What follows belongs to an exercise in optimizing a design on an open flow for small area, a short achievable clock period and few clock cycles per item; a production flow would make more cautious choices.
Where RTL was checked, it was by simulation tests only, not by an equivalence proof against the original.
No functional check of the RTL was part of runs 1 and 2.

**flow/run.sh**
```bash
#!/bin/bash
# Own flow: the standard ORFS flow (standard.sh) with two changes in how
# the layout is made; the clock, its period and the I/O constraints are
# unchanged:
#  * timing repair is asked to leave extra setup slack (SETUP_SLACK_MARGIN),
#  * the port buffers are sky130_fd_sc_hd__buf_4 cells.
set -euo pipefail
export SETUP_SLACK_MARGIN=9.3
export BUFFER_PORTS_ARGS="-buffer_cell sky130_fd_sc_hd__buf_4"
bash standard.sh > standard.log 2>&1
```
**standard.sh**
```bash
#!/bin/bash
# synth_recipe.tcl (not shown) runs the flow's synth.tcl, then flattens the netlist and writes it again
# the make line also repeats each setting of config.mk as NAME=value (left out here)
make -C /OpenROAD-flow-scripts/flow DESIGN_CONFIG=/design/flow/config.mk WORK_HOME=/design/flow/orfs CLKGATE_MAP_FILE= SYNTH_SCRIPT=/design/flow/synth_recipe.tcl "${@:-finish}"
```
**config.mk**
```make
export PLATFORM = sky130hd
export DESIGN_NAME = wm_block_blender
export DESIGN_NICKNAME = wm_block_blender
export VERILOG_FILES = /design/flow/design.v
export SDC_FILE = /design/flow/constraint.sdc
export NUM_CORES = 4
export LEC_CHECK = 0
export CAP_MARGIN = 20
export CORE_MARGIN = 2
export CORE_UTILIZATION = 40
export SLEW_MARGIN = 20
```
**constraint.sdc**
```tcl
create_clock -name core_clock -period 13.0 [get_ports {clk}]
set_input_delay 2.6000 -clock core_clock [delete_from_list [all_inputs] [get_ports {clk}]]
set_output_delay 2.6000 -clock core_clock [all_outputs]
set_load 0.01 [all_outputs]
```
**design.v**
```verilog
`default_nettype none
module wm_block_blender #(
    parameter  int DATA_W = 8,
    parameter  int MAX_M  = 8,
    localparam int IDX_W  = $clog2(MAX_M * MAX_M)
) (
    input  wire logic              clk,
    input  wire logic              rst,
    input  wire logic [IDX_W-1:0]  cfg_m,
    input  wire logic [DATA_W:0]   cfg_bthr,
    input  wire logic [7:0]        cfg_amin,
    input  wire logic [7:0]        cfg_amax,
    input  wire logic [7:0]        cfg_bmin,
    input  wire logic [7:0]        cfg_bmax,
    input  wire logic              s_valid,
    output logic                   s_ready,
    input  wire logic [DATA_W-1:0] s_data,
    output logic                   m_valid,
    input  wire logic              m_ready,
    output logic [DATA_W-1:0]      m_data,
    output logic                   m_last,
    output logic                   busy,
    output logic                   err
);
    localparam int GAP = 5;
    logic       rdy_q;
    logic       st_first, st_w, st_last, st_rownz;
    logic [5:0] st_k;
    logic [2:0] st_col;
    logic [5:0] ac;                  
    logic [2:0] cnt;                 
    logic [2:0] nopen;               
    logic       err_q, busy_q;
    logic [2:0] mm1;                 
    logic [8:0] bthr;
    logic [7:0] bmin, bmax;
    logic [5:0] nm1;                 
    logic [6:0] nsq;                 
    logic [7:0] n3;                  
    logic       xfer, bad, xfer_p, xfer_w, first_ok, cap;
    logic [5:0] cfg_nm1;
    logic [6:0] cfg_nsq;
    logic [7:0] cfg_n3;
    function automatic logic gt8(input logic [7:0] a, input logic [7:0] b);
        logic [7:0] g, e;
        logic [3:0] g1, e1;
        logic [1:0] g2, e2;
        g = a & ~b;
        e = ~(a ^ b);
        for (int i = 0; i < 4; i++) begin
            g1[i] = g[2*i+1] | (e[2*i+1] & g[2*i]);
            e1[i] = e[2*i+1] & e[2*i];
        end
        for (int i = 0; i < 2; i++) begin
            g2[i] = g1[2*i+1] | (e1[2*i+1] & g1[2*i]);
            e2[i] = e1[2*i+1] & e1[2*i];
        end
        gt8 = g2[1] | (e2[1] & g2[0]);
    endfunction
    always_comb begin
        xfer = s_valid && rdy_q;
        bad  = (cfg_m == 6'd0) || (cfg_m[5:3] != 3'd0 && cfg_m[2:0] != 3'd0) ||
               (cfg_m[5:4] != 2'd0) ||
               gt8(cfg_amin, cfg_amax) || gt8(cfg_bmin, cfg_bmax);
        first_ok = st_first && !bad;
        cap    = xfer && st_first;
        xfer_p = xfer && (st_first ? !bad : !st_w);
        xfer_w = xfer && !st_first && st_w;
        case (cfg_m[2:0])
            3'd1:    cfg_nm1 = 6'd0;
            3'd2:    cfg_nm1 = 6'd3;
            3'd3:    cfg_nm1 = 6'd8;
            3'd4:    cfg_nm1 = 6'd15;
            3'd5:    cfg_nm1 = 6'd24;
            3'd6:    cfg_nm1 = 6'd35;
            3'd7:    cfg_nm1 = 6'd48;
            default: cfg_nm1 = 6'd63;
        endcase
        case (cfg_m[2:0])
            3'd1:    begin cfg_nsq = 7'd1;  cfg_n3 = 8'd3;   end
            3'd2:    begin cfg_nsq = 7'd4;  cfg_n3 = 8'd12;  end
            3'd3:    begin cfg_nsq = 7'd9;  cfg_n3 = 8'd27;  end
            3'd4:    begin cfg_nsq = 7'd16; cfg_n3 = 8'd48;  end
            3'd5:    begin cfg_nsq = 7'd25; cfg_n3 = 8'd75;  end
            3'd6:    begin cfg_nsq = 7'd36; cfg_n3 = 8'd108; end
            3'd7:    begin cfg_nsq = 7'd49; cfg_n3 = 8'd147; end
            default: begin cfg_nsq = 7'd64; cfg_n3 = 8'd192; end
        endcase
        case (mm1)
            3'd0:    nm1 = 6'd0;
            3'd1:    nm1 = 6'd3;
            3'd2:    nm1 = 6'd8;
            3'd3:    nm1 = 6'd15;
            3'd4:    nm1 = 6'd24;
            3'd5:    nm1 = 6'd35;
            3'd6:    nm1 = 6'd48;
            default: nm1 = 6'd63;
        endcase
    end
    logic [511:0] ring;
    logic         a_p, a_first, a_last, a_colnz, a_rownz;
    logic [7:0]   a_d;
    logic [7:0]   tap_up, tap_p, upq;
    always_comb begin
        case (mm1)
            3'd0: tap_up = ring[511:504];
            3'd1: tap_up = ring[7:0];
            3'd2: tap_up = ring[15:8];
            3'd3: tap_up = ring[23:16];
            3'd4: tap_up = ring[31:24];
            3'd5: tap_up = ring[39:32];
            3'd6: tap_up = ring[47:40];
            default: tap_up = ring[55:48];
        endcase
        case (mm1)
            3'd0: tap_p = ring[8*((1  + GAP - 2) % 64) +: 8];
            3'd1: tap_p = ring[8*((4  + GAP - 2) % 64) +: 8];
            3'd2: tap_p = ring[8*((9  + GAP - 2) % 64) +: 8];
            3'd3: tap_p = ring[8*((16 + GAP - 2) % 64) +: 8];
            3'd4: tap_p = ring[8*((25 + GAP - 2) % 64) +: 8];
            3'd5: tap_p = ring[8*((36 + GAP - 2) % 64) +: 8];
            3'd6: tap_p = ring[8*((49 + GAP - 2) % 64) +: 8];
            default: tap_p = ring[8*((64 + GAP - 2) % 64) +: 8];
        endcase
    end
    always_ff @(posedge clk) begin
        ring <= {ring[503:0], a_p ? a_d : ring[511:504]};
        a_d  <= s_data;
        upq  <= tap_up;
    end
    logic [8:0]  g_sum;
    logic [7:0]  d_left, d_up;
    logic        g_v, g_first;
    logic [8:0]  g_q;
    logic [13:0] sp;
    logic [16:0] dg;
    logic        ge;
    function automatic logic [7:0] absdiff(input logic [7:0] x, input logic [7:0] y);
        logic [8:0] t;
        t = {1'b0, x} - {1'b0, y};
        absdiff = t[8] ? (8'd0 - t[7:0]) : t[7:0];
    endfunction
    always_comb begin
        d_left = a_colnz ? absdiff(a_d, ring[7:0]) : 8'd0;
        d_up   = a_rownz ? absdiff(a_d, upq)       : 8'd0;
        g_sum  = {1'b0, d_left} + {1'b0, d_up};
        ge     = !dg[16];
    end
    logic [1:0]  dv;
    logic        q2;
    logic [7:0]  uq, dev, cdev;
    logic [13:0] sp_s2;
    function automatic logic [13:0] div4(input logic [13:0] x, input logic [6:0] n,
                                         input logic [7:0] n3);
        logic [7:0] t;
        logic [8:0] d1, d2, d3;
        t  = {x[13:8], x[7:6]};
        d1 = {1'b0, t} - {2'b0, n};
        d2 = {1'b0, t} - {1'b0, n, 1'b0};
        d3 = {1'b0, t} - {1'b0, n3};
        if (!d3[8])      div4 = {d3[5:0], x[5:0], 2'd3};
        else if (!d2[8]) div4 = {d2[5:0], x[5:0], 2'd2};
        else if (!d1[8]) div4 = {d1[5:0], x[5:0], 2'd1};
        else             div4 = {t[5:0],  x[5:0], 2'd0};
    endfunction
    always_comb sp_s2 = div4(div4(sp, nsq, n3), nsq, n3);
    always_comb begin
        uq    = sp[7:0];
        dev   = ge ? 8'd0   : (uq[7] ? {1'b0, uq[6:0]} : (8'd128 - uq));
        cdev  = ge ? 8'd128 : (uq[7] ? (8'd0 - uq) : uq);
    end
    always_ff @(posedge clk) begin
        if (xfer && (st_first || !st_w)) sp <= (st_first ? 14'd0 : sp) + {6'd0, s_data};
        else if (dv != 2'd0) sp <= sp_s2;
        g_q <= g_sum;
        if (g_v) dg <= (g_first ? 17'd0 : dg) + {8'd0, g_q} - {8'd0, bthr};
    end
    logic [7:0]  x1, x2, y1, y2;
    logic        o_pix, o_last, o_ka;
    logic [16:0] csa_r0, csa_r1, b_r0, b_r1, b_q;
    logic        b_pix, b_last, b_ka, b_kb;
    logic [7:0]  b_sat;
    logic cs1, cs2, cs3, cs4, cs5, cs6, cs7, cs8, cs9, cs10, cs11, cs12, cs13, cs14, cs15, cs16, cs17, cs18, cs19, cs20, cs21, cs22, cs23, cs24, cs25, cs26, cs27, cs28, cs29, cs30, cs31, cs32, cs33, cs34, cs35, cs36, cs37, cs38, cs39, cs40, cs41, cs42, cs43, cs44, cs45, cs46, cs47, cs48, cs49, cs50, cs51, cs52, cs53, cs54, cs55, cs56, cs57, cs58, cs59, cs60, cs61, cs62, cs63, cs64, cs65, cs66, cs67, cs68, cs69, cs70, cs71, cs72, cs73, cs74, cs75, cs76, cs77, cs78, cs79, cs80, cs81, cs82, cs83, cs84, cs85, cs86, cs87, cs88, cs89, cs90, cs91, cs92, cs93, cs94, cs95, cs96, cs97, cs98, cs99, cs100, cs101, cs102, cs103, cs104, cs105, cs106, cs107, cs108, cs109, cs110, cs111, cs112, cs113, cs114, cs115, cs116, cs117, cs118, cs119, cs120, cs121, cs122, cs123, cs124, cs125, cs126, cs127, cs128, cs129, cs130, cs131, cs132, cs133, cs134, cs135, cs136, cs137, cs138, cs139, cs140, cs141, cs142, cs143, cs144, cs145, cs146, cs147, cs148, cs149, cs150, cs151, cs152, cs153, cs154, cs155, cs156, cs157, cs158, cs159, cs160, cs161, cs162, cs163, cs164, cs165, cs166, cs167, cs168, cs169, cs170, cs171, cs172, cs173, cs174, cs175, cs176, cs177, cs178, cs179, cs180, cs181, cs182, cs183, cs184, cs185, cs186, cs187, cs188, cs189, cs190, cs191, cs192, cs193, cs194, cs195, cs196, cs197, cs198, cs199, cs200, cs201, cs202, cs203, cs204, cs205, cs206, cs207, cs208, cs209, cs210, cs211, cs212, cs213, cs214, cs215, cs216, cs217, cs218, cs219, cs220, cs221, cs222, cs223, cs224, cs225, cs226, cs227, cs228, cs229, cs230, cs231, cs232, cs233, cs234, cs235, cs236, cs237, cs238, cs239, cs240, cs241, cs242, cs243, cs244, cs245, cs246, cs247, cs248, cs249, cs250, cs251, cs252, cs253, cs254, cs255, cs256, cs257, cs258, cs259, cs260, cs261, cs262, cs263, cs264, cs265, cs266, cs267, cs268, cs269, cs270, cs271, cs272, cs273, cs274, cs275, cs276, cs277, cs278, cs279, cs280, cs281, cs282, cs283, cs284, cs285, cs286, cs287, cs288, cs289, cs290, cs291, cs292, cs293, cs294, cs295, cs296, cs297, cs298, cs299, cs300, cs301, cs302, cs303, cs304, cs305, cs306, cs307, cs308, cs309, cs310, cs311, cs312, cs313, cs314, cs315, cs316, cs317, cs318, cs319, cs320, cs321, cs322, cs323, cs324, cs325, cs326, cs327, cs328, cs329, cs330, cs331, cs332, cs333, cs334, cs335, cs336, cs337, cs338;
    always_comb begin
        cs1 = x1[0] & y1[0];
        cs2 = x2[0] & y2[0];
        cs3 = x1[0] & y1[1];
        cs4 = x1[1] & y1[0];
        cs5 = x2[0] & y2[1];
        cs6 = x2[1] & y2[0];
        cs7 = x1[0] & y1[2];
        cs8 = x1[1] & y1[1];
        cs9 = x1[2] & y1[0];
        cs10 = x2[0] & y2[2];
        cs11 = x2[1] & y2[1];
        cs12 = x2[2] & y2[0];
        cs13 = x1[0] & y1[3];
        cs14 = x1[1] & y1[2];
        cs15 = x1[2] & y1[1];
        cs16 = x1[3] & y1[0];
        cs17 = x2[0] & y2[3];
        cs18 = x2[1] & y2[2];
        cs19 = x2[2] & y2[1];
        cs20 = x2[3] & y2[0];
        cs21 = x1[0] & y1[4];
        cs22 = x1[1] & y1[3];
        cs23 = x1[2] & y1[2];
        cs24 = x1[3] & y1[1];
        cs25 = x1[4] & y1[0];
        cs26 = x2[0] & y2[4];
        cs27 = x2[1] & y2[3];
        cs28 = x2[2] & y2[2];
        cs29 = x2[3] & y2[1];
        cs30 = x2[4] & y2[0];
        cs31 = x1[0] & y1[5];
        cs32 = x1[1] & y1[4];
        cs33 = x1[2] & y1[3];
        cs34 = x1[3] & y1[2];
        cs35 = x1[4] & y1[1];
        cs36 = x1[5] & y1[0];
        cs37 = x2[0] & y2[5];
        cs38 = x2[1] & y2[4];
        cs39 = x2[2] & y2[3];
        cs40 = x2[3] & y2[2];
        cs41 = x2[4] & y2[1];
        cs42 = x2[5] & y2[0];
        cs43 = x1[0] & y1[6];
        cs44 = x1[1] & y1[5];
        cs45 = x1[2] & y1[4];
        cs46 = x1[3] & y1[3];
        cs47 = x1[4] & y1[2];
        cs48 = x1[5] & y1[1];
        cs49 = x1[6] & y1[0];
        cs50 = x2[0] & y2[6];
        cs51 = x2[1] & y2[5];
        cs52 = x2[2] & y2[4];
        cs53 = x2[3] & y2[3];
        cs54 = x2[4] & y2[2];
        cs55 = x2[5] & y2[1];
        cs56 = x2[6] & y2[0];
        cs57 = x1[0] & y1[7];
        cs58 = x1[1] & y1[6];
        cs59 = x1[2] & y1[5];
        cs60 = x1[3] & y1[4];
        cs61 = x1[4] & y1[3];
        cs62 = x1[5] & y1[2];
        cs63 = x1[6] & y1[1];
        cs64 = x1[7] & y1[0];
        cs65 = x2[0] & y2[7];
        cs66 = x2[1] & y2[6];
        cs67 = x2[2] & y2[5];
        cs68 = x2[3] & y2[4];
        cs69 = x2[4] & y2[3];
        cs70 = x2[5] & y2[2];
        cs71 = x2[6] & y2[1];
        cs72 = x2[7] & y2[0];
        cs73 = x1[1] & y1[7];
        cs74 = x1[2] & y1[6];
        cs75 = x1[3] & y1[5];
        cs76 = x1[4] & y1[4];
        cs77 = x1[5] & y1[3];
        cs78 = x1[6] & y1[2];
        cs79 = x1[7] & y1[1];
        cs80 = x2[1] & y2[7];
        cs81 = x2[2] & y2[6];
        cs82 = x2[3] & y2[5];
        cs83 = x2[4] & y2[4];
        cs84 = x2[5] & y2[3];
        cs85 = x2[6] & y2[2];
        cs86 = x2[7] & y2[1];
        cs87 = x1[2] & y1[7];
        cs88 = x1[3] & y1[6];
        cs89 = x1[4] & y1[5];
        cs90 = x1[5] & y1[4];
        cs91 = x1[6] & y1[3];
        cs92 = x1[7] & y1[2];
        cs93 = x2[2] & y2[7];
        cs94 = x2[3] & y2[6];
        cs95 = x2[4] & y2[5];
        cs96 = x2[5] & y2[4];
        cs97 = x2[6] & y2[3];
        cs98 = x2[7] & y2[2];
        cs99 = x1[3] & y1[7];
        cs100 = x1[4] & y1[6];
        cs101 = x1[5] & y1[5];
        cs102 = x1[6] & y1[4];
        cs103 = x1[7] & y1[3];
        cs104 = x2[3] & y2[7];
        cs105 = x2[4] & y2[6];
        cs106 = x2[5] & y2[5];
        cs107 = x2[6] & y2[4];
        cs108 = x2[7] & y2[3];
        cs109 = x1[4] & y1[7];
        cs110 = x1[5] & y1[6];
        cs111 = x1[6] & y1[5];
        cs112 = x1[7] & y1[4];
        cs113 = x2[4] & y2[7];
        cs114 = x2[5] & y2[6];
        cs115 = x2[6] & y2[5];
        cs116 = x2[7] & y2[4];
        cs117 = x1[5] & y1[7];
        cs118 = x1[6] & y1[6];
        cs119 = x1[7] & y1[5];
        cs120 = x2[5] & y2[7];
        cs121 = x2[6] & y2[6];
        cs122 = x2[7] & y2[5];
        cs123 = x1[6] & y1[7];
        cs124 = x1[7] & y1[6];
        cs125 = x2[6] & y2[7];
        cs126 = x2[7] & y2[6];
        cs127 = x1[7] & y1[7];
        cs128 = x2[7] & y2[7];
        cs129 = cs43 ^ cs44;
        cs130 = cs43 & cs44;
        cs131 = cs57 ^ cs58 ^ cs59;
        cs132 = (cs57 & cs58) | (cs57 & cs59) | (cs58 & cs59);
        cs133 = cs60 ^ cs61 ^ cs62;
        cs134 = (cs60 & cs61) | (cs60 & cs62) | (cs61 & cs62);
        cs135 = cs73 ^ cs74 ^ cs75;
        cs136 = (cs73 & cs74) | (cs73 & cs75) | (cs74 & cs75);
        cs137 = cs76 ^ cs77;
        cs138 = cs76 & cs77;
        cs139 = cs87 ^ cs88;
        cs140 = cs87 & cs88;
        cs141 = cs21 ^ cs22;
        cs142 = cs21 & cs22;
        cs143 = cs31 ^ cs32 ^ cs33;
        cs144 = (cs31 & cs32) | (cs31 & cs33) | (cs32 & cs33);
        cs145 = cs34 ^ cs35 ^ cs36;
        cs146 = (cs34 & cs35) | (cs34 & cs36) | (cs35 & cs36);
        cs147 = cs129 ^ cs45 ^ cs46;
        cs148 = (cs129 & cs45) | (cs129 & cs46) | (cs45 & cs46);
        cs149 = cs47 ^ cs48 ^ cs49;
        cs150 = (cs47 & cs48) | (cs47 & cs49) | (cs48 & cs49);
        cs151 = cs50 ^ cs51 ^ cs52;
        cs152 = (cs50 & cs51) | (cs50 & cs52) | (cs51 & cs52);
        cs153 = cs130 ^ cs131 ^ cs133;
        cs154 = (cs130 & cs131) | (cs130 & cs133) | (cs131 & cs133);
        cs155 = cs63 ^ cs64 ^ cs65;
        cs156 = (cs63 & cs64) | (cs63 & cs65) | (cs64 & cs65);
        cs157 = cs66 ^ cs67 ^ cs68;
        cs158 = (cs66 & cs67) | (cs66 & cs68) | (cs67 & cs68);
        cs159 = cs69 ^ cs70;
        cs160 = cs69 & cs70;
        cs161 = cs132 ^ cs134 ^ cs135;
        cs162 = (cs132 & cs134) | (cs132 & cs135) | (cs134 & cs135);
        cs163 = cs137 ^ cs78 ^ cs79;
        cs164 = (cs137 & cs78) | (cs137 & cs79) | (cs78 & cs79);
        cs165 = cs80 ^ cs81 ^ cs82;
        cs166 = (cs80 & cs81) | (cs80 & cs82) | (cs81 & cs82);
        cs167 = cs83 ^ cs84 ^ cs85;
        cs168 = (cs83 & cs84) | (cs83 & cs85) | (cs84 & cs85);
        cs169 = cs136 ^ cs138 ^ cs139;
        cs170 = (cs136 & cs138) | (cs136 & cs139) | (cs138 & cs139);
        cs171 = cs89 ^ cs90 ^ cs91;
        cs172 = (cs89 & cs90) | (cs89 & cs91) | (cs90 & cs91);
        cs173 = cs92 ^ cs93 ^ cs94;
        cs174 = (cs92 & cs93) | (cs92 & cs94) | (cs93 & cs94);
        cs175 = cs95 ^ cs96 ^ cs97;
        cs176 = (cs95 & cs96) | (cs95 & cs97) | (cs96 & cs97);
        cs177 = cs140 ^ cs99 ^ cs100;
        cs178 = (cs140 & cs99) | (cs140 & cs100) | (cs99 & cs100);
        cs179 = cs101 ^ cs102 ^ cs103;
        cs180 = (cs101 & cs102) | (cs101 & cs103) | (cs102 & cs103);
        cs181 = cs104 ^ cs105 ^ cs106;
        cs182 = (cs104 & cs105) | (cs104 & cs106) | (cs105 & cs106);
        cs183 = cs109 ^ cs110 ^ cs111;
        cs184 = (cs109 & cs110) | (cs109 & cs111) | (cs110 & cs111);
        cs185 = cs13 ^ cs14 ^ cs15;
        cs186 = (cs13 & cs14) | (cs13 & cs15) | (cs14 & cs15);
        cs187 = cs141 ^ cs23 ^ cs24;
        cs188 = (cs141 & cs23) | (cs141 & cs24) | (cs23 & cs24);
        cs189 = cs25 ^ cs26 ^ cs27;
        cs190 = (cs25 & cs26) | (cs25 & cs27) | (cs26 & cs27);
        cs191 = cs142 ^ cs143 ^ cs145;
        cs192 = (cs142 & cs143) | (cs142 & cs145) | (cs143 & cs145);
        cs193 = cs37 ^ cs38 ^ cs39;
        cs194 = (cs37 & cs38) | (cs37 & cs39) | (cs38 & cs39);
        cs195 = cs40 ^ cs41;
        cs196 = cs40 & cs41;
        cs197 = cs144 ^ cs146 ^ cs147;
        cs198 = (cs144 & cs146) | (cs144 & cs147) | (cs146 & cs147);
        cs199 = cs149 ^ cs151 ^ cs53;
        cs200 = (cs149 & cs151) | (cs149 & cs53) | (cs151 & cs53);
        cs201 = cs54 ^ cs55 ^ cs56;
        cs202 = (cs54 & cs55) | (cs54 & cs56) | (cs55 & cs56);
        cs203 = cs148 ^ cs150 ^ cs152;
        cs204 = (cs148 & cs150) | (cs148 & cs152) | (cs150 & cs152);
        cs205 = cs153 ^ cs155 ^ cs157;
        cs206 = (cs153 & cs155) | (cs153 & cs157) | (cs155 & cs157);
        cs207 = cs159 ^ cs71 ^ cs72;
        cs208 = (cs159 & cs71) | (cs159 & cs72) | (cs71 & cs72);
        cs209 = cs154 ^ cs156 ^ cs158;
        cs210 = (cs154 & cs156) | (cs154 & cs158) | (cs156 & cs158);
        cs211 = cs160 ^ cs161 ^ cs163;
        cs212 = (cs160 & cs161) | (cs160 & cs163) | (cs161 & cs163);
        cs213 = cs165 ^ cs167 ^ cs86;
        cs214 = (cs165 & cs167) | (cs165 & cs86) | (cs167 & cs86);
        cs215 = cs162 ^ cs164 ^ cs166;
        cs216 = (cs162 & cs164) | (cs162 & cs166) | (cs164 & cs166);
        cs217 = cs168 ^ cs169 ^ cs171;
        cs218 = (cs168 & cs169) | (cs168 & cs171) | (cs169 & cs171);
        cs219 = cs173 ^ cs175 ^ cs98;
        cs220 = (cs173 & cs175) | (cs173 & cs98) | (cs175 & cs98);
        cs221 = cs170 ^ cs172 ^ cs174;
        cs222 = (cs170 & cs172) | (cs170 & cs174) | (cs172 & cs174);
        cs223 = cs176 ^ cs177 ^ cs179;
        cs224 = (cs176 & cs177) | (cs176 & cs179) | (cs177 & cs179);
        cs225 = cs181 ^ cs107 ^ cs108;
        cs226 = (cs181 & cs107) | (cs181 & cs108) | (cs107 & cs108);
        cs227 = cs178 ^ cs180 ^ cs182;
        cs228 = (cs178 & cs180) | (cs178 & cs182) | (cs180 & cs182);
        cs229 = cs183 ^ cs112 ^ cs113;
        cs230 = (cs183 & cs112) | (cs183 & cs113) | (cs112 & cs113);
        cs231 = cs114 ^ cs115 ^ cs116;
        cs232 = (cs114 & cs115) | (cs114 & cs116) | (cs115 & cs116);
        cs233 = cs184 ^ cs117 ^ cs118;
        cs234 = (cs184 & cs117) | (cs184 & cs118) | (cs117 & cs118);
        cs235 = cs119 ^ cs120 ^ cs121;
        cs236 = (cs119 & cs120) | (cs119 & cs121) | (cs120 & cs121);
        cs237 = cs7 ^ cs8 ^ cs9;
        cs238 = (cs7 & cs8) | (cs7 & cs9) | (cs8 & cs9);
        cs239 = cs185 ^ cs16 ^ cs17;
        cs240 = (cs185 & cs16) | (cs185 & cs17) | (cs16 & cs17);
        cs241 = cs18 ^ cs19;
        cs242 = cs18 & cs19;
        cs243 = cs186 ^ cs187 ^ cs189;
        cs244 = (cs186 & cs187) | (cs186 & cs189) | (cs187 & cs189);
        cs245 = cs28 ^ cs29 ^ cs30;
        cs246 = (cs28 & cs29) | (cs28 & cs30) | (cs29 & cs30);
        cs247 = cs188 ^ cs190 ^ cs191;
        cs248 = (cs188 & cs190) | (cs188 & cs191) | (cs190 & cs191);
        cs249 = cs193 ^ cs195 ^ cs42;
        cs250 = (cs193 & cs195) | (cs193 & cs42) | (cs195 & cs42);
        cs251 = cs192 ^ cs194 ^ cs196;
        cs252 = (cs192 & cs194) | (cs192 & cs196) | (cs194 & cs196);
        cs253 = cs197 ^ cs199 ^ cs201;
        cs254 = (cs197 & cs199) | (cs197 & cs201) | (cs199 & cs201);
        cs255 = cs198 ^ cs200 ^ cs202;
        cs256 = (cs198 & cs200) | (cs198 & cs202) | (cs200 & cs202);
        cs257 = cs203 ^ cs205 ^ cs207;
        cs258 = (cs203 & cs205) | (cs203 & cs207) | (cs205 & cs207);
        cs259 = cs204 ^ cs206 ^ cs208;
        cs260 = (cs204 & cs206) | (cs204 & cs208) | (cs206 & cs208);
        cs261 = cs209 ^ cs211 ^ cs213;
        cs262 = (cs209 & cs211) | (cs209 & cs213) | (cs211 & cs213);
        cs263 = cs210 ^ cs212 ^ cs214;
        cs264 = (cs210 & cs212) | (cs210 & cs214) | (cs212 & cs214);
        cs265 = cs215 ^ cs217 ^ cs219;
        cs266 = (cs215 & cs217) | (cs215 & cs219) | (cs217 & cs219);
        cs267 = cs216 ^ cs218 ^ cs220;
        cs268 = (cs216 & cs218) | (cs216 & cs220) | (cs218 & cs220);
        cs269 = cs221 ^ cs223 ^ cs225;
        cs270 = (cs221 & cs223) | (cs221 & cs225) | (cs223 & cs225);
        cs271 = cs222 ^ cs224 ^ cs226;
        cs272 = (cs222 & cs224) | (cs222 & cs226) | (cs224 & cs226);
        cs273 = cs227 ^ cs229 ^ cs231;
        cs274 = (cs227 & cs229) | (cs227 & cs231) | (cs229 & cs231);
        cs275 = cs228 ^ cs230 ^ cs232;
        cs276 = (cs228 & cs230) | (cs228 & cs232) | (cs230 & cs232);
        cs277 = cs233 ^ cs235 ^ cs122;
        cs278 = (cs233 & cs235) | (cs233 & cs122) | (cs235 & cs122);
        cs279 = cs234 ^ cs236 ^ cs123;
        cs280 = (cs234 & cs236) | (cs234 & cs123) | (cs236 & cs123);
        cs281 = cs124 ^ cs125 ^ cs126;
        cs282 = (cs124 & cs125) | (cs124 & cs126) | (cs125 & cs126);
        cs283 = cs3 ^ cs4;
        cs284 = cs3 & cs4;
        cs285 = cs237 ^ cs10 ^ cs11;
        cs286 = (cs237 & cs10) | (cs237 & cs11) | (cs10 & cs11);
        cs287 = cs238 ^ cs239 ^ cs241;
        cs288 = (cs238 & cs239) | (cs238 & cs241) | (cs239 & cs241);
        cs289 = cs240 ^ cs242 ^ cs243;
        cs290 = (cs240 & cs242) | (cs240 & cs243) | (cs242 & cs243);
        cs291 = cs244 ^ cs246 ^ cs247;
        cs292 = (cs244 & cs246) | (cs244 & cs247) | (cs246 & cs247);
        cs293 = cs248 ^ cs250 ^ cs251;
        cs294 = (cs248 & cs250) | (cs248 & cs251) | (cs250 & cs251);
        cs295 = cs252 ^ cs254 ^ cs255;
        cs296 = (cs252 & cs254) | (cs252 & cs255) | (cs254 & cs255);
        cs297 = cs256 ^ cs258 ^ cs259;
        cs298 = (cs256 & cs258) | (cs256 & cs259) | (cs258 & cs259);
        cs299 = cs260 ^ cs262 ^ cs263;
        cs300 = (cs260 & cs262) | (cs260 & cs263) | (cs262 & cs263);
        cs301 = cs264 ^ cs266 ^ cs267;
        cs302 = (cs264 & cs266) | (cs264 & cs267) | (cs266 & cs267);
        cs303 = cs268 ^ cs270 ^ cs271;
        cs304 = (cs268 & cs270) | (cs268 & cs271) | (cs270 & cs271);
        cs305 = cs272 ^ cs274 ^ cs275;
        cs306 = (cs272 & cs274) | (cs272 & cs275) | (cs274 & cs275);
        cs307 = cs276 ^ cs278 ^ cs279;
        cs308 = (cs276 & cs278) | (cs276 & cs279) | (cs278 & cs279);
        cs309 = cs280 ^ cs282 ^ cs127;
        cs310 = (cs280 & cs282) | (cs280 & cs127) | (cs282 & cs127);
        cs311 = cs283 ^ cs5;
        cs312 = cs283 & cs5;
        cs313 = cs284 ^ cs285 ^ cs12;
        cs314 = (cs284 & cs285) | (cs284 & cs12) | (cs285 & cs12);
        cs315 = cs286 ^ cs287 ^ cs20;
        cs316 = (cs286 & cs287) | (cs286 & cs20) | (cs287 & cs20);
        cs317 = cs288 ^ cs289 ^ cs245;
        cs318 = (cs288 & cs289) | (cs288 & cs245) | (cs289 & cs245);
        cs319 = cs290 ^ cs291 ^ cs249;
        cs320 = (cs290 & cs291) | (cs290 & cs249) | (cs291 & cs249);
        cs321 = cs292 ^ cs293 ^ cs253;
        cs322 = (cs292 & cs293) | (cs292 & cs253) | (cs293 & cs253);
        cs323 = cs294 ^ cs295 ^ cs257;
        cs324 = (cs294 & cs295) | (cs294 & cs257) | (cs295 & cs257);
        cs325 = cs296 ^ cs297 ^ cs261;
        cs326 = (cs296 & cs297) | (cs296 & cs261) | (cs297 & cs261);
        cs327 = cs298 ^ cs299 ^ cs265;
        cs328 = (cs298 & cs299) | (cs298 & cs265) | (cs299 & cs265);
        cs329 = cs300 ^ cs301 ^ cs269;
        cs330 = (cs300 & cs301) | (cs300 & cs269) | (cs301 & cs269);
        cs331 = cs302 ^ cs303 ^ cs273;
        cs332 = (cs302 & cs303) | (cs302 & cs273) | (cs303 & cs273);
        cs333 = cs304 ^ cs305 ^ cs277;
        cs334 = (cs304 & cs305) | (cs304 & cs277) | (cs305 & cs277);
        cs335 = cs306 ^ cs307 ^ cs281;
        cs336 = (cs306 & cs307) | (cs306 & cs281) | (cs307 & cs281);
        cs337 = cs308 ^ cs309 ^ cs128;
        cs338 = (cs308 & cs309) | (cs308 & cs128) | (cs309 & cs128);
        csa_r0 = {1'b0, cs338, cs336, cs334, cs332, cs330, cs328, cs326, cs324, cs322, cs320, cs318, cs316, cs314, cs312, cs311, cs1};
        csa_r1 = {1'b0, cs310, cs337, cs335, cs333, cs331, cs329, cs327, cs325, cs323, cs321, cs319, cs317, cs315, cs313, cs6, cs2};
    end
    always_comb begin
        b_q   = b_r0 + b_r1;
        b_sat = (b_q[16:15] != 2'b00) ? 8'hFF : b_q[14:7];
    end
    always_ff @(posedge clk) begin
        if (cap) begin
            x1 <= cfg_amax;
            x2 <= cfg_amin;
        end else if (o_ka) begin
            x1 <= bmin;
            x2 <= bmax;
        end else begin
            if (b_ka) x1 <= b_q[14:7];
            if (b_kb) x2 <= b_q[14:7];
        end
        if (q2 || o_ka) begin
            y1 <= cdev;
            y2 <= dev;
        end else begin
            y1 <= tap_p;
            y2 <= s_data;
        end
        b_r0 <= csa_r0;
        b_r1 <= csa_r1;
    end
    logic [8:0] fb0, fb1, fb2;
    logic [1:0] fh, ft, fc;
    logic       oxfer, out_free, buf_pop, buf_push;
    logic [8:0] fb_head, b_item;
    logic [2:0] cnt_nx;
    logic [2:0] nopen_nx;
    logic [5:0] ac_nx;
    logic       first_nx, w_nx;
    always_comb begin
        oxfer    = m_valid && m_ready;
        out_free = !m_valid || m_ready;
        b_item   = {b_last, b_sat};
        case (fh)
            2'd0:    fb_head = fb0;
            2'd1:    fb_head = fb1;
            default: fb_head = fb2;
        endcase
        buf_pop  = out_free && (fc != 2'd0);
        buf_push = b_pix && !(out_free && (fc == 2'd0));
    end
    always_ff @(posedge clk) begin
        if (out_free) {m_last, m_data} <= (fc != 2'd0) ? fb_head : b_item;
        if (buf_push) begin
            case (ft)
                2'd0:    fb0 <= b_item;
                2'd1:    fb1 <= b_item;
                default: fb2 <= b_item;
            endcase
        end
    end
    logic       inc_open, dec_open, busy_nx, rdy_nx, rdy0, rdy1;
    logic [2:0] cnt_p1, cnt_m1, nopen_p1, nopen_m1, nopen_ok;
    always_comb begin
        cnt_p1   = cnt + 3'd1;
        cnt_m1   = cnt - 3'd1;
        nopen_p1 = nopen + 3'd1;
        nopen_m1 = nopen - 3'd1;
        inc_open = cap;
        dec_open = oxfer && m_last;
        case ({xfer_w, oxfer})
            2'b10:   cnt_nx = cnt_p1;
            2'b01:   cnt_nx = cnt_m1;
            default: cnt_nx = cnt;
        endcase
        nopen_ok = err_q ? nopen_m1 : nopen;
        case ({inc_open, dec_open || err_q})
            2'b10:   nopen_nx = nopen_p1;
            2'b01:   nopen_nx = nopen_m1;
            default: nopen_nx = nopen;
        endcase
        if (inc_open && err_q && dec_open) nopen_nx = nopen_m1;
        if (!inc_open && err_q && dec_open) nopen_nx = nopen - 3'd2;
        busy_nx = (inc_open && !bad) || (dec_open ? (nopen_ok > 3'd1) : (nopen_ok != 3'd0));
        rdy0 = st_first || ((ac == 6'd63) && (!st_w || oxfer || (cnt <= 3'd3)));
        rdy1 = st_first ? (cfg_m[2:0] != 3'd1)
             : (!st_w ? !st_last
                      : (st_last || (oxfer ? (cnt <= 3'd3) : (cnt <= 3'd2))));
        rdy_nx = xfer ? rdy1 : rdy0;
        first_nx = st_first;
        w_nx     = st_w;
        ac_nx    = ac + 6'd1;
        if (xfer) begin
            ac_nx = 6'd0;
            if (st_first) begin
                if (!bad) begin
                    first_nx = 1'b0;
                    w_nx     = (cfg_nm1 == 6'd0);
                    if (cfg_nm1 == 6'd0) ac_nx = 6'(64 - GAP);
                end
            end else if (!st_w) begin
                if (st_last) begin
                    w_nx  = 1'b1;
                    ac_nx = 6'(64 - GAP);
                end
            end else if (st_last) begin
                first_nx = 1'b1;
            end
        end
    end
    always_ff @(posedge clk or negedge rst) begin
        if (!rst) begin
            rdy_q <= 1'b0;
            st_first <= 1'b1;
            cnt <= '0; nopen <= '0; err_q <= 1'b0; busy_q <= 1'b0;
            a_p <= 1'b0; g_v <= 1'b0; dv <= '0; q2 <= 1'b0;
            o_pix <= 1'b0; o_ka <= 1'b0;
            b_pix <= 1'b0; b_ka <= 1'b0; b_kb <= 1'b0;
            m_valid <= 1'b0;
            fh <= '0; ft <= '0; fc <= '0;
        end else begin
            rdy_q    <= rdy_nx;
            st_first <= first_nx;
            cnt      <= cnt_nx;
            nopen    <= nopen_nx;
            busy_q   <= busy_nx;
            err_q    <= xfer && st_first && bad;
            a_p      <= xfer_p;
            g_v      <= a_p;
            dv       <= {dv[0], xfer && (st_first ? (!bad && cfg_nm1 == 6'd0) : (!st_w && st_last))};
            q2       <= dv[1];
            o_pix    <= xfer_w;
            o_ka     <= q2;
            b_pix    <= o_pix;
            b_ka     <= o_ka;
            b_kb     <= b_ka;
            if (out_free) m_valid <= (fc != 2'd0) || b_pix;
            if (buf_pop)  fh <= (fh == 2'd2) ? 2'd0 : fh + 2'd1;
            if (buf_push) ft <= (ft == 2'd2) ? 2'd0 : ft + 2'd1;
            fc <= fc + {1'b0, buf_push} - {1'b0, buf_pop};
        end
    end
    always_ff @(posedge clk) begin
        st_w <= w_nx;
        ac   <= ac_nx;
        if (xfer) begin
            if (st_first) begin
                st_k     <= 6'd1;
                st_last  <= (cfg_nm1 == 6'd0) || (cfg_nm1 == 6'd1);
                st_col   <= (cfg_m[2:0] == 3'd1) ? 3'd0 : 3'd1;
                st_rownz <= 1'b0;
                if (cfg_nm1 == 6'd0) st_k <= 6'd0;
            end else if (!st_w && st_last) begin
                st_k    <= 6'd0;
                st_last <= (nm1 == 6'd0);
            end else begin
                st_k    <= st_k + 6'd1;
                st_last <= ((st_k + 6'd1) == nm1);
                if (st_col == mm1) begin
                    st_col   <= 3'd0;
                    st_rownz <= 1'b1;
                end else begin
                    st_col <= st_col + 3'd1;
                end
            end
        end
        a_first <= st_first;
        a_last  <= st_first ? (cfg_nm1 == 6'd0) : st_last;
        a_colnz <= !st_first && (st_col != 3'd0);
        a_rownz <= !st_first && st_rownz;
        g_first <= a_first;
        o_last  <= st_last;
        b_last  <= o_last;
        if (cap) begin
            mm1  <= cfg_m[2:0] - 3'd1;
            nsq  <= cfg_nsq;
            n3   <= cfg_n3;
            bthr <= cfg_bthr;
            bmin <= cfg_bmin;
            bmax <= cfg_bmax;
        end
    end
    always_comb begin
        s_ready = rdy_q;
        busy    = busy_q;
        err     = err_q;
    end
endmodule
`default_nettype wire
```
==> metrics.yaml, run 1 <==
core-area_sq_um: 71400
ios: 72
routed_wl_microns: 62700
multi_input_area_sq_um: 11800
cp_max_fo: 2
grt.total_usage: 0.169
timing.fmax_ghz: 0.239
grt_max_degree: 70
arrival_ns: 4.58
worstMarginPinSlew_ns: 0.948
drv_cap: 0
n_fill_cell: 6278
syn_nets: 2716
slew_violations: 0
clockRootBuffer: "clkbuf_16"
slew_headroom: 0.368
final_cell_area_sq_um: 34400
reg2reg_depth: 16
start_util: 0.403
ys_types: 86
skew_ns: 0.0666
startpoint_type: "primary input"
clk_latency_ns: 0.64
final_antenna_net_count: 0
vias_per_cell: 4.89
dieArea_sq_um: 74000
clockBufferDepth: 3
tns_ns: 0
worstPathRequired_ns: 13.40
setup_viol: 0
worstSetupEndpointType: "flip-flop"
fp.dieW_microns: 272
post-route-drc-count: 0
synthArstFlopShare: 0.0356
row_count: 98
ys_warn_count: 1
htreeDepth: 3
clk_pin_slew_ns: 0.06
cts_tree: "yes"
vias: 17600
hold_viol: 0
synth.avg_cell_area_sq_um: 12.0
finalCritPeriodShare: 0.322
synth_cells: 2399
seq_area_sq_um: 16700
synthFlopType: "dfxtp_1"
final_common_cell: "dfxtp_1"
wl_per_cell_microns: 17.4
port_buffers: 71
place_area_sq_um: 30700
rsz0062_at_grt: "true"
path_class: "in -> reg"
drtIter0Drc: 815
gr-total-overflow: 0
place.gp.congestion: 0.872
status: "no timing/DRC/antenna violations"
worstHoldPathCells: 0
yosys_register_bits: 758
layout-drive-gt1-share: 0.188
final_cell_mix: "dfxtp_1, inv_1, edfxtp_1, nand2_1, buf_4"
antenna_found_initial: 2
synth_edf_count: 134
synthesis.area_sq_um: 28800
area_growth_pct: 19.8
cts_hold_buf: 0
grt_pass1_vias: 18000
grt_pass1_wl_microns: 98200
ys_seq_area_frac: 0.579
final_nets: 2908
die_y_microns: 272
hold_class: "reg -> reg"
dp.final_hpwl_microns: 44000
cts_buffers: 74
clock_sinks: 758
dr.pass1.iters: 5
fin_crit_ns: 4.18
registers in the layout, indices dropped and copies added (netlist names), 9 cells and up:
signal  flops
g_q         9
b_r1       16
ring      512
b_r0       16
sp         14
dg         17
fb0         9
fb1         9
bthr        9
fb2         9
what timing repair did:
action	CTS	global route
setup endpoints to repair	79	89
gates resized for setup	87	99
setup buffers	61	19
pin swaps	35	49
per-layer routing:
| metal | part of all wire | track usage | up-vias | wire, microns |
|---|---|---|---|---|
| met3 | 0.054 | 0.0383 | 119 | 3390 |
| met2 | 0.46 | 0.271 | 403 | 28700 |
| met1 | 0.46 | 0.228 | 8602 | 28900 |
| li1 | - | - | 8464 | - |
| met5 | 0.00016 | 0 | - | 10 |
| met4 | 0.028 | 0.0564 | 2 | 1770 |
synthesized netlist by cell type (all sizes together) (8+ instances only):
library cell  instances  area (sq um)
o31ai                 9          81.3
o22ai                15          93.8
o21a                 18           138
a21o                 30           225
mux2                 22           251
a31oi                22           138
a22oi                 9          67.6
or3                  19           124
nand3                23           115
and2                107           669
nor3b                 8          60.1
and3                  9          56.3
inv                 228           856
clkbuf               40           150
xnor2                70           613
ha                  146          1830
dfxtp               597         12000
o211ai               10          80.1
edfxtp              134          4020
nand2b               38           245
xor2                 28           245
nor3                 28           140
dfrtp                26           651
a21boi               13          97.6
a221oi                8          70.1
a211oi               18           140
nor2                110           415
fa                  112          2240
nor2b                37           239
o21ai               109           557
a21oi                96           499
or2                  11          68.8
nand2               142           536
mux2i                31           310
o21bai                8          60.1
logic make-up (layout without fill, tap and decap cells):
group,count (synthesis),count (layout),share of synthesized area
DFF,758,758,0.579
and+or+nand+nor,547,547,0.0965
AOI/OAI and AO/OA,407,407,0.0937
buffers and inverters,273,523,0.0358
adders and majority gates,258,258,0.142
xor gates and xnor gates,98,98,0.0299
muxes,58,58,0.0235
other,0,1,0
final timing paths:
kind,to,startpoint,slack [ns]
setup / recovery,sp[12]$_DFFE_PP_,s_data[0],8.82
hold / removal,ring[303]$_DFF_P_,ring[295]$_DFF_P_,0.29
setup reg to reg,sp[12]$_DFFE_PP_,sp[9]$_DFFE_PP_,9.03
hold reg to reg,ring[303]$_DFF_P_,ring[295]$_DFF_P_,0.29
max in group asynchronous,rdy_q$_DFF_PN0_,rst,10.73
min in group asynchronous,ft[0]$_DFFE_PN0P_,rst,1.91
worst max-delay path: stages:
cell       delay (ns)
buf_8            0.08
ha_4             0.13
inv_2            0.04
fa_2             0.34
nor2b_2          0.13
o21ai_2          0.07
a21o_1           0.21
a2111oi_4        0.31
xnor2_1          0.18
o32ai_1          0.11
a31oi_1          0.16
a21bo_1          0.21
area by class of cell:
class | instances | share of cell area
Timing Repair Buffer | 161 | 0.0389
Multi-Input combinational cell | 1368 | 0.343
Inverter | 228 | 0.0256
Tap cell | 950 | 0.0345
Sequential cell | 758 | 0.484
Clock inverter | 27 | 0.0119
Antenna cell | 1 | 0.0000727
Clock buffer | 107 | 0.0626
through the flow:
step	utilization	setup WS (ns)	std cells	hold WS, ns
2_1_floorplan	-	8.39	2399	0.310
3_3_place_gp	0.430	8.10	3385	0.310
3_5_place_dp	0.430	8.08	3385	0.312
4_1_cts	0.476	8.86	3580	0.291
5_1_grt	0.483	8.75	3600	0.304
6_report	0.483	8.82	3600	0.287
==> run 2, diff against run 1 <==
--- a/design.v
+++ b/design.v
@@ -65,5 +65,5 @@
         first_ok = st_first && !bad;
         cap    = xfer && st_first;
-        xfer_p = xfer && (st_first ? !bad : !st_w);
+        xfer_p = xfer && (st_first || !st_w);
         xfer_w = xfer && !st_first && st_w;
         case (cfg_m[2:0])
@@ -613,9 +613,7 @@
             ac_nx = 6'd0;
             if (st_first) begin
-                if (!bad) begin
-                    first_nx = 1'b0;
-                    w_nx     = (cfg_nm1 == 6'd0);
-                    if (cfg_nm1 == 6'd0) ac_nx = 6'(64 - GAP);
-                end
+                first_nx = bad;
+                w_nx     = (cfg_nm1 == 6'd0);
+                if (cfg_nm1 == 6'd0) ac_nx = 6'(64 - GAP);
             end else if (!st_w) begin
                 if (st_last) begin
--- a/config.mk
+++ b/config.mk
@@ -9,3 +9,5 @@
 export CORE_MARGIN = 2
 export CORE_UTILIZATION = 40
+export CTS_CLUSTER_DIAMETER = 100
+export CTS_CLUSTER_SIZE = 28
 export SLEW_MARGIN = 20
==> run 2 against run 1 <==
Global-route usage fell by 0.43 points. Worst setup slack better by 0.052 ns. Critical path depth grew 6. Clock-buffer cell count is 65 lower. Non-clock buffer count grew 11. Critical path type is now reg -> reg.
==> metrics.yaml, run 2 <==
status: "no timing/DRC/antenna violations"  # unchanged
hold_class: "reg -> reg"  # unchanged
synthArstFlopShare: 0.0356  # unchanged
row_count: 98  # unchanged
yosys_register_bits: 758  # unchanged
clk_pin_slew_ns: 0.10  # was 0.06 ns
start_util: 0.403  # about the same
synthFlopType: "dfxtp_1"  # unchanged
hold_viol: 0  # unchanged
syn_nets: 2690  # was 2716
grt_pass1_wl_microns: 96900  # was 98200 microns
place.gp.congestion: 0.873  # was 0.872
setup_slack_ns: 8.87  # was 8.82 ns
setup_viol: 0  # unchanged
synth_common_cells: "dfxtp_1, inv_1, nand2_1"  # was dfxtp_1, inv_1, ha_1
core-area_sq_um: 71200  # was 71400 sq um
clock_sinks: 758  # unchanged
path_common_cell: "ha_4"
seq_area_sq_um: 16700  # about the same
vias: 17300  # was 17.6k
final_nets: 2857  # was 2908
n_fill_cell: 6301  # was 6278
timing.fmax_ghz: 0.242  # was 0.239 GHz
multi_input_area_sq_um: 12000  # was 11800 sq um
final_common_cell: "dfxtp_1"  # unchanged
ys_warn_count: 1  # unchanged
placed_cells: 3356  # was 3385
area_growth_pct: 16.2  # was 19.8%
crit_family: "compound AO/OA/AOI/OAI gates"  # unchanged
dieArea_sq_um: 73900  # was 74000 sq um
synth_cells: 2373  # was 2399
synth_edf_count: 134  # unchanged
final_antenna_net_count: 0  # unchanged
wl_per_cell_microns: 17.3  # was 17.4 microns
largest-register: "ring"  # unchanged
synth.avg_cell_area_sq_um: 12.1  # was 12.0 sq um
tns_ns: 0  # unchanged
cts_tree: "yes"  # unchanged
cts_buffers: 37  # was 74
port_buffers: 71  # unchanged
path_cells: "inv_2 -> ha_4 -> ha_4 -> and2b_2 -> o31ai_4 -> a22oi_2 -> buf_4 -> mux2_4 -> o211ai_1 -> o31ai_4 -> ha_4 -> a21o_1 -> a221o_1 -> a21o_1 -> a31oi_4 -> buf_4 -> nor3_2 -> a211o_1"  # was buf_8 -> ha_4 -> inv_2 -> fa_2 -> nor2b_2 -> o21ai_2 -> a21o_1 -> a2111oi_4 -> xnor2_1 -> o32ai_1 -> a31oi_1 -> a21bo_1
fp.dieW_microns: 272  # about the same
path_depth: 18  # was 12
cpPeakStageDelay_ns: 0.43  # was 0.34 ns
clockBufferDepth: 3  # unchanged
post-route-drc-count: 0  # unchanged
slew_violations: 0  # unchanged
layout-drive-gt1-share: 0.180  # was 0.188
finalCritPeriodShare: 0.318  # was 0.322
synth_top_area_share: 0.417  # was 0.416
pre_cts_slack_ns: 8.05  # was 8.08 ns
yosys.area.top_type: "dfxtp_1"  # unchanged
drv_cap: 0  # unchanged
fin_cells: 3510  # was 3600
skew_ns: 0.0249  # was 0.0666 ns
path_class: "reg -> reg"  # was in -> reg
ios: 72  # unchanged
slew_headroom: 0.330  # was 0.368
htreeDepth: 2  # was 3
reg2reg_depth: 18  # was 16
ys_top_cells_by_area: "dfxtp_1, edfxtp_1, fa_1"  # unchanged
grt_max_degree: 66  # was 70
rsz0062_at_grt: "true"  # unchanged
grt_pass1_vias: 17800  # was 18.0k
dr.pass1.iters: 7  # was 5
fin_crit_ns: 4.13  # was 4.18 ns
largest_register_ffs: 512  # unchanged
gr-total-overflow: 0  # unchanged
holdWs_ns: 0.306  # was 0.287 ns
arrival_ns: 4.50  # was 4.58 ns
ys_types: 82  # was 86
reg2reg_slack_ns: 8.87  # was 9.03 ns
cpMaxStageDelayCell: "edfxtp_1"  # was fa_2
place_area_sq_um: 30600  # was 30700 sq um
synthesis.area_sq_um: 28700  # was 28800 sq um
startpoint_type: "flip-flop"  # was primary input
drtIter0Drc: 960  # was 815
synth.most_common_cell: "dfxtp_1"  # unchanged
cp_max_fo: 4  # was 2
clockRootBuffer: "clkbuf_16"  # unchanged
final_cell_mix: "dfxtp_1, inv_1, buf_4, nand2_1, edfxtp_1"  # was dfxtp_1, inv_1, edfxtp_1, nand2_1, buf_4
die_y_microns: 272  # about the same
dp.final_hpwl_microns: 43200  # was 44000 microns
ys_seq_area_frac: 0.581  # was 0.579
vias_per_cell: 4.93  # was 4.89
worstMarginPinSlew_ns: 1.00  # was 0.948 ns
worstSetupEndpointType: "flip-flop"  # unchanged
clk_latency_ns: 0.61  # was 0.64 ns
grt.total_usage: 0.165  # was 0.169
worstPathRequired_ns: 13.37  # was 13.40 ns
final_cell_area_sq_um: 33300  # was 34400 sq um
worstHoldPathCells: 0  # unchanged
antenna_found_initial: 2  # unchanged
path_buf_inv: 3  # was 2
largestRegisters: "ring (512), dg (17)"  # unchanged
routed_wl_microns: 60600  # was 62700 microns
[run 2: cell types whose count changed after synthesis, sizes merged, moves of 7 or more]
| cell | previous run | this run |
|---|---|---|
| nor2 | 110 | 92 |
| a21o | 30 | 19 |
| a21oi | 96 | 85 |
| and2 | 107 | 96 |
| mux4 | 5 | 15 |
| o21a | 18 | 28 |
| and3 | 9 | 18 |
| nand3 | 23 | 32 |
| a31oi | 22 | 14 |
| nor2b | 37 | 29 |
| o211ai | 10 | 17 |
[run 2: path summary, 6_finish.rpt]
kind	startpoint	end
min	ring[292]$_DFF_P_	ring[300]$_DFF_P_
min reg2reg	ring[292]$_DFF_P_	ring[300]$_DFF_P_
max in group asynchronous	rst	st_first$_DFFE_PN1P_
max reg2reg	sp[6]$_DFFE_PP_	sp[9]$_DFFE_PP_
max	sp[6]$_DFFE_PP_	sp[9]$_DFFE_PP_
min in group asynchronous	rst	fc[0]$_DFF_PN0_
[run 2: cell type report]
cell class              instances  share of cell area
diodes                          2            0.000150
repair buffers                172              0.0418
clock buffers                  42              0.0283
clock inverters                15             0.00803
flip-flops and latches        758               0.500
inverters                     232              0.0272
well taps                     950              0.0356
multi-input cells            1339               0.359
[run 2: logic make-up after synthesis]
kind of cell | Yosys count | share of synthesized area
xor+xnor | 90 | 0.0275
buf+inv | 277 | 0.0366
mux | 68 | 0.0311
flops | 758 | 0.581
compound gates | 383 | 0.0875
fa+ha+maj | 258 | 0.142
simple gates | 539 | 0.0950
[run 2: repair_timing]
| item | in CTS | in global routing |
|---|---|---|
| endpoints found under the setup margin | 64 | 47 |
| cloned | 1 | 0 |
| hold buffers | 0 | 0 |
| setup buffers | 70 | 24 |
| pin swaps | 72 | 67 |
| resized for setup | 123 | 71 |
[run 2: metal layers]
| layer | up-vias | wire [microns] | track usage |
|---|---|---|---|
| met4 | 4 | 1680 | 0.0476 |
| met3 | 101 | 2390 | 0.0258 |
| met2 | 345 | 28900 | 0.282 |
| met1 | 8530 | 27600 | 0.217 |
| met5 | - | 23 | 0 |
| li1 | 8314 | - | - |
[run 2: stage by stage]
step	util
3_5_place_dp	0.430
6_report	0.468
5_1_grt	0.468
4_1_cts	0.462
3_3_place_gp	0.430
2_1_floorplan	-
==> run 3, diff against run 2 <==
--- a/design.v
+++ b/design.v
@@ -170,6 +170,37 @@
         cdev  = ge ? 8'd128 : (uq[7] ? (8'd0 - uq) : uq);
     end
+    function automatic logic [8:0] add8(input logic [7:0] a, input logic [7:0] b);
+        logic [7:0] g, p, gg, pp, gn, pn;
+        g = a & b;
+        p = a ^ b;
+        gg = g;
+        pp = p;
+        for (int k = 1; k < 8; k = k * 2) begin
+            for (int i = 0; i < 8; i++) begin
+                if (i >= k) begin
+                    gn[i] = gg[i] | (pp[i] & gg[i-k]);
+                    pn[i] = pp[i] & pp[i-k];
+                end else begin
+                    gn[i] = gg[i];
+                    pn[i] = pp[i];
+                end
+            end
+            gg = gn;
+            pp = pn;
+        end
+        add8 = {gg[7], p ^ {gg[6:0], 1'b0}};
+    endfunction
+    logic [13:0] sp_acc;
+    logic [5:0]  sp_hi1;
+    logic [8:0]  sp_lo;
+    always_comb begin
+        sp_hi1 = sp[13:8] + 6'd1;
+        sp_lo  = add8(st_first ? 8'd0 : sp[7:0], s_data);
+        if (st_first)      sp_acc = {6'd0, s_data};
+        else if (sp_lo[8]) sp_acc = {sp_hi1, sp_lo[7:0]};
+        else               sp_acc = {sp[13:8], sp_lo[7:0]};
+    end
     always_ff @(posedge clk) begin
-        if (xfer && (st_first || !st_w)) sp <= (st_first ? 14'd0 : sp) + {6'd0, s_data};
+        if (xfer && (st_first || !st_w)) sp <= sp_acc;
         else if (dv != 2'd0) sp <= sp_s2;
         g_q <= g_sum;
--- a/config.mk
+++ b/config.mk
@@ -9,5 +9,3 @@
 export CORE_MARGIN = 2
 export CORE_UTILIZATION = 40
-export CTS_CLUSTER_DIAMETER = 100
-export CTS_CLUSTER_SIZE = 28
 export SLEW_MARGIN = 20
==> run 3 against run 2 <==
Still clean. Clock-buffer cell count up 68. Utilization rose by 2.3 points. Flip-flop and latch count unchanged.
==> metrics.yaml, run 3 <==
status: "no timing/DRC/antenna violations"  # unchanged
clk_pin_slew_ns: 0.07  # was 0.10 ns
post-route-drc-count: 0  # unchanged
grt_max_degree: 58  # was 66
ys_top_cells_by_area: "dfxtp_1, edfxtp_1, fa_1"  # unchanged
synth_cells: 2384  # was 2373
n_fill_cell: 6070  # was 6301
insertedDiodeCount: 0  # was 2
largestRegisters: "ring (512), dg (17)"  # unchanged
final_common_cell: "dfxtp_1"  # unchanged
clk_latency_ns: 0.64  # was 0.61 ns
placed_cells: 3355  # was 3356
synthArstFlopShare: 0.0356  # unchanged
synth_compound_area_frac: 0.0834  # was 0.0875
start_util: 0.406  # was 0.403
routed_wl_microns: 61500  # was 60600 microns
row_count: 97  # was 98
final_nets: 2905  # was 2857
core-area_sq_um: 70300  # was 71200 sq um
final_antenna_net_count: 0  # unchanged
synth.most_common_cell: "dfxtp_1"  # unchanged
place.gp.congestion: 0.874  # was 0.873
ios: 72  # unchanged
port_buffers: 71  # unchanged
dp.final_hpwl_microns: 42000  # was 43200 microns
antenna_found_initial: 0  # was 2
rsz0062_at_grt: "true"  # unchanged
slew_violations: 0  # unchanged
clockRootBuffer: "clkbuf_16"  # unchanged
synth_edf_count: 134  # unchanged
die_y_microns: 271  # was 272 microns
synth_adder_area_share: 0.143  # was 0.142
wl_per_cell_microns: 17.1  # was 17.3 microns
synthFlopType: "dfxtp_1"  # unchanged
ys_seq_area_frac: 0.584  # was 0.581
yosys_register_bits: 758  # unchanged
critPathLaunch: "sp[9]$_DFFE_PP_"  # was sp[6]$_DFFE_PP_
timing.fmax_ghz: 0.252  # was 0.242 GHz
syn_nets: 2702  # was 2690
synth.area.mux_share: 0.0270  # was 0.0311
synth_top_area_share: 0.419  # was 0.417
largest-register: "ring"  # unchanged
layout-drive-gt1-share: 0.189  # was 0.180
vias_per_cell: 4.84  # was 4.93
tns_ns: 0  # unchanged
synthesis.area_sq_um: 28500  # was 28700 sq um
crit_end: "sp[12]$_DFFE_PP_"  # was sp[9]$_DFFE_PP_
reg2reg_from: "sp[9]$_DFFE_PP_"  # was sp[6]$_DFFE_PP_
synth.avg_cell_area_sq_um: 12.0  # was 12.1 sq um
worstSetupEndpointType: "flip-flop"  # unchanged
drv_cap: 0  # unchanged
finalCritPeriodShare: 0.305  # was 0.318
ys_types: 69  # was 82
worstMarginPinSlew_ns: 1.07  # was 1.00 ns
clock_sinks: 758  # unchanged
slew_headroom: 0.287  # was 0.330
dieArea_sq_um: 73400  # was 73900 sq um
hold_viol: 0  # unchanged
cts_tree: "yes"  # unchanged
grt_pass1_wl_microns: 98200  # was 96900 microns
drtIter0Drc: 1008  # was 960
setup_viol: 0  # unchanged
yosys.area.top_type: "dfxtp_1"  # unchanged
hold_class: "reg -> reg"  # unchanged
fin_crit_ns: 3.96  # was 4.13 ns
grt_pass1_vias: 18200  # was 17.8k
cp_max_fo: 9  # was 4
holdWs_ns: 0.310  # was 0.306 ns
synth_top_family_by_area: "adder cells"  # unchanged
synth_xor_xnor_area_share: 0.0329  # was 0.0275
final_cell_mix: "dfxtp_1, inv_1, buf_4, nand2_1, edfxtp_1"  # unchanged
synth_common_cells: "dfxtp_1, inv_1, nand2_1"  # unchanged
synth-simple-area-share: 0.0918  # was 0.0950
path_class: "reg -> reg"  # unchanged
gr-total-overflow: 0  # unchanged
fin_cells: 3586  # was 3510
fp.dieW_microns: 271  # was 272 microns
dr.pass1.iters: 5  # was 7
reg2reg_slack_ns: 9.04  # was 8.87 ns
cts_buffers: 75  # was 37
arrival_ns: 4.35  # was 4.50 ns
vias: 17400  # was 17.3k
utilization: 0.491  # was 0.468
startpoint_type: "flip-flop"  # unchanged
clockBufferDepth: 3  # unchanged
area_growth_pct: 21.1  # was 16.2%
skew_ns: 0.0432  # was 0.0249 ns
htreeDepth: 3  # was 2
reg2reg_depth: 16  # was 18
largest_register_ffs: 512  # unchanged
worstPathRequired_ns: 13.39  # was 13.37 ns
grt.total_usage: 0.169  # was 0.165
ys_warn_count: 1  # unchanged
reg2reg_to: "sp[12]$_DFFE_PP_"  # was sp[9]$_DFFE_PP_
[run 3: changes by cell type in the layout (fill, tap and decap cells not counted), moves of 9 or more]
| cell | previous run | this run |
|---|---|---|
| clkbuf_1 | 5 | 20 |
| xnor2_1 | 61 | 75 |
| a211oi_1 | 18 | 9 |
| clkbuf_16 | 37 | 79 |
| nor2_1 | 90 | 110 |
| mux4_2 | 15 | 5 |
| clkbuf_8 | 0 | 11 |
| o21a_1 | 27 | 9 |
| a21oi_2 | 14 | 24 |
| o21bai_1 | 5 | 14 |
[run 3: logic make-up (layout without fill, tap and decap cells)]
family | count (synthesis) | count (layout)
XOR/XNOR | 107 | 107
AO/OA/AOI/OAI | 380 | 381
AND/OR/NAND/NOR | 531 | 531
multiplexers | 67 | 67
flip-flops | 758 | 758
adder cells (fa/ha/maj) | 259 | 259
buffers and inverters | 282 | 543
[run 3: final cells by class]
type	instances	area, sq um	area share
repair buffers	174	1430	0.0415
clock buffers	110	2200	0.0638
multi-input cells	1345	11700	0.339
clock inverters	26	422	0.0122
flip-flops and latches	758	16700	0.483
inverters	233	916	0.0265
well taps	940	1180	0.0341
[run 3: worst max-delay path, cell delays in order (launching register included)]
cell and delay [ns]:
edfxtp_1 0.57, ha_4 0.37, o21a_1 0.19, o31ai_4 0.10
buf_4 0.14, a22o_4 0.24, buf_4 0.14, buf_4 0.12
a21o_1 0.17, a211oi_2 0.36, ha_1 0.30, a31oi_1 0.06
nand2_1 0.09, o21ai_2 0.08, a31oi_4 0.33, mux2i_1 0.13
a221o_1 0.32
[run 3: repair_timing]
item                                    4_1_cts  5_1_grt
buffers inserted                             69       25
endpoints found under the setup margin      103      113
hold buffers                                  0        0
pin swaps                                    45       77
gates resized for setup                     108       95
gates cloned                                  1        0
[run 3: metal layers]
| metal | GRT usage | part of all wire |
|---|---|---|
| met5 | 0 | 0 |
| met2 | 0.275 | 0.47 |
| met3 | 0.0286 | 0.042 |
| met1 | 0.229 | 0.47 |
| met4 | 0.0513 | 0.022 |
[run 3: worst min path at each step]
stage / start / to / slack [ns] / cells after the start
global placement: ring[434]$_DFF_P_ / ring[442]$_DFF_P_ / 0.31 / 0
floorplan: o_last$_DFF_P_ / b_last$_DFF_P_ / 0.31 / 0
detailed placement: ring[284]$_DFF_P_ / ring[292]$_DFF_P_ / 0.31 / 0
global route: ring[386]$_DFF_P_ / ring[394]$_DFF_P_ / 0.32 / 0
finish: ring[386]$_DFF_P_ / ring[394]$_DFF_P_ / 0.31 / 0
CTS: ring[386]$_DFF_P_ / ring[394]$_DFF_P_ / 0.31 / 0
[run 3: through the flow]
| step | worst slack (ns) | cell area (sq um) |
|---|---|---|
| floorplan | 8.58 | 28900 |
| global placement | 8.00 | 30400 |
| detailed placement | 7.87 | 30400 |
| CTS | 9.08 | 34000 |
| global route | 8.91 | 34500 |
| finish | 9.04 | 34500 |
Testbench counts of run 3, summed over its fixed seeds: cycles 16,896, items 7,956.

[re-timing with driven ports]
No port has a modelled driver above. Below, the same layouts with a new extraction and two added sets of constraints. Step 1 assumes that a clkbuf_16 drives the clock port and a buf_2 every other input. Step 2 times the ports against the registers' clock, not the clock port: input delays grow and output delays shrink by t, the midpoint of the rising clock arrivals with the driver on. a / b / c = ideal ports / drivers / drivers and shift; a / b = the first two.
run | t, ns | setup slack, ns | slew at the worst register clock pin (ns) | worst slew at a driven data input, ns | pins driven straight from the clock port
run 1 | 0.674 | 8.820 / 8.811 / 8.137 | 0.07 / 0.07 | 0.08 | 1
run 2 | 0.657 | 8.872 / 8.804 / 8.148 | 0.11 / 0.11 | 0.15 | 1
run 3 | 0.678 | 9.035 / 9.035 / 8.421 | 0.07 / 0.07 | 0.07 | 1
After both steps every run listed still meets setup and hold. The setup slack of run 2, which loses most, moves by -0.068 ns with the drivers and by -0.724 ns with both steps.
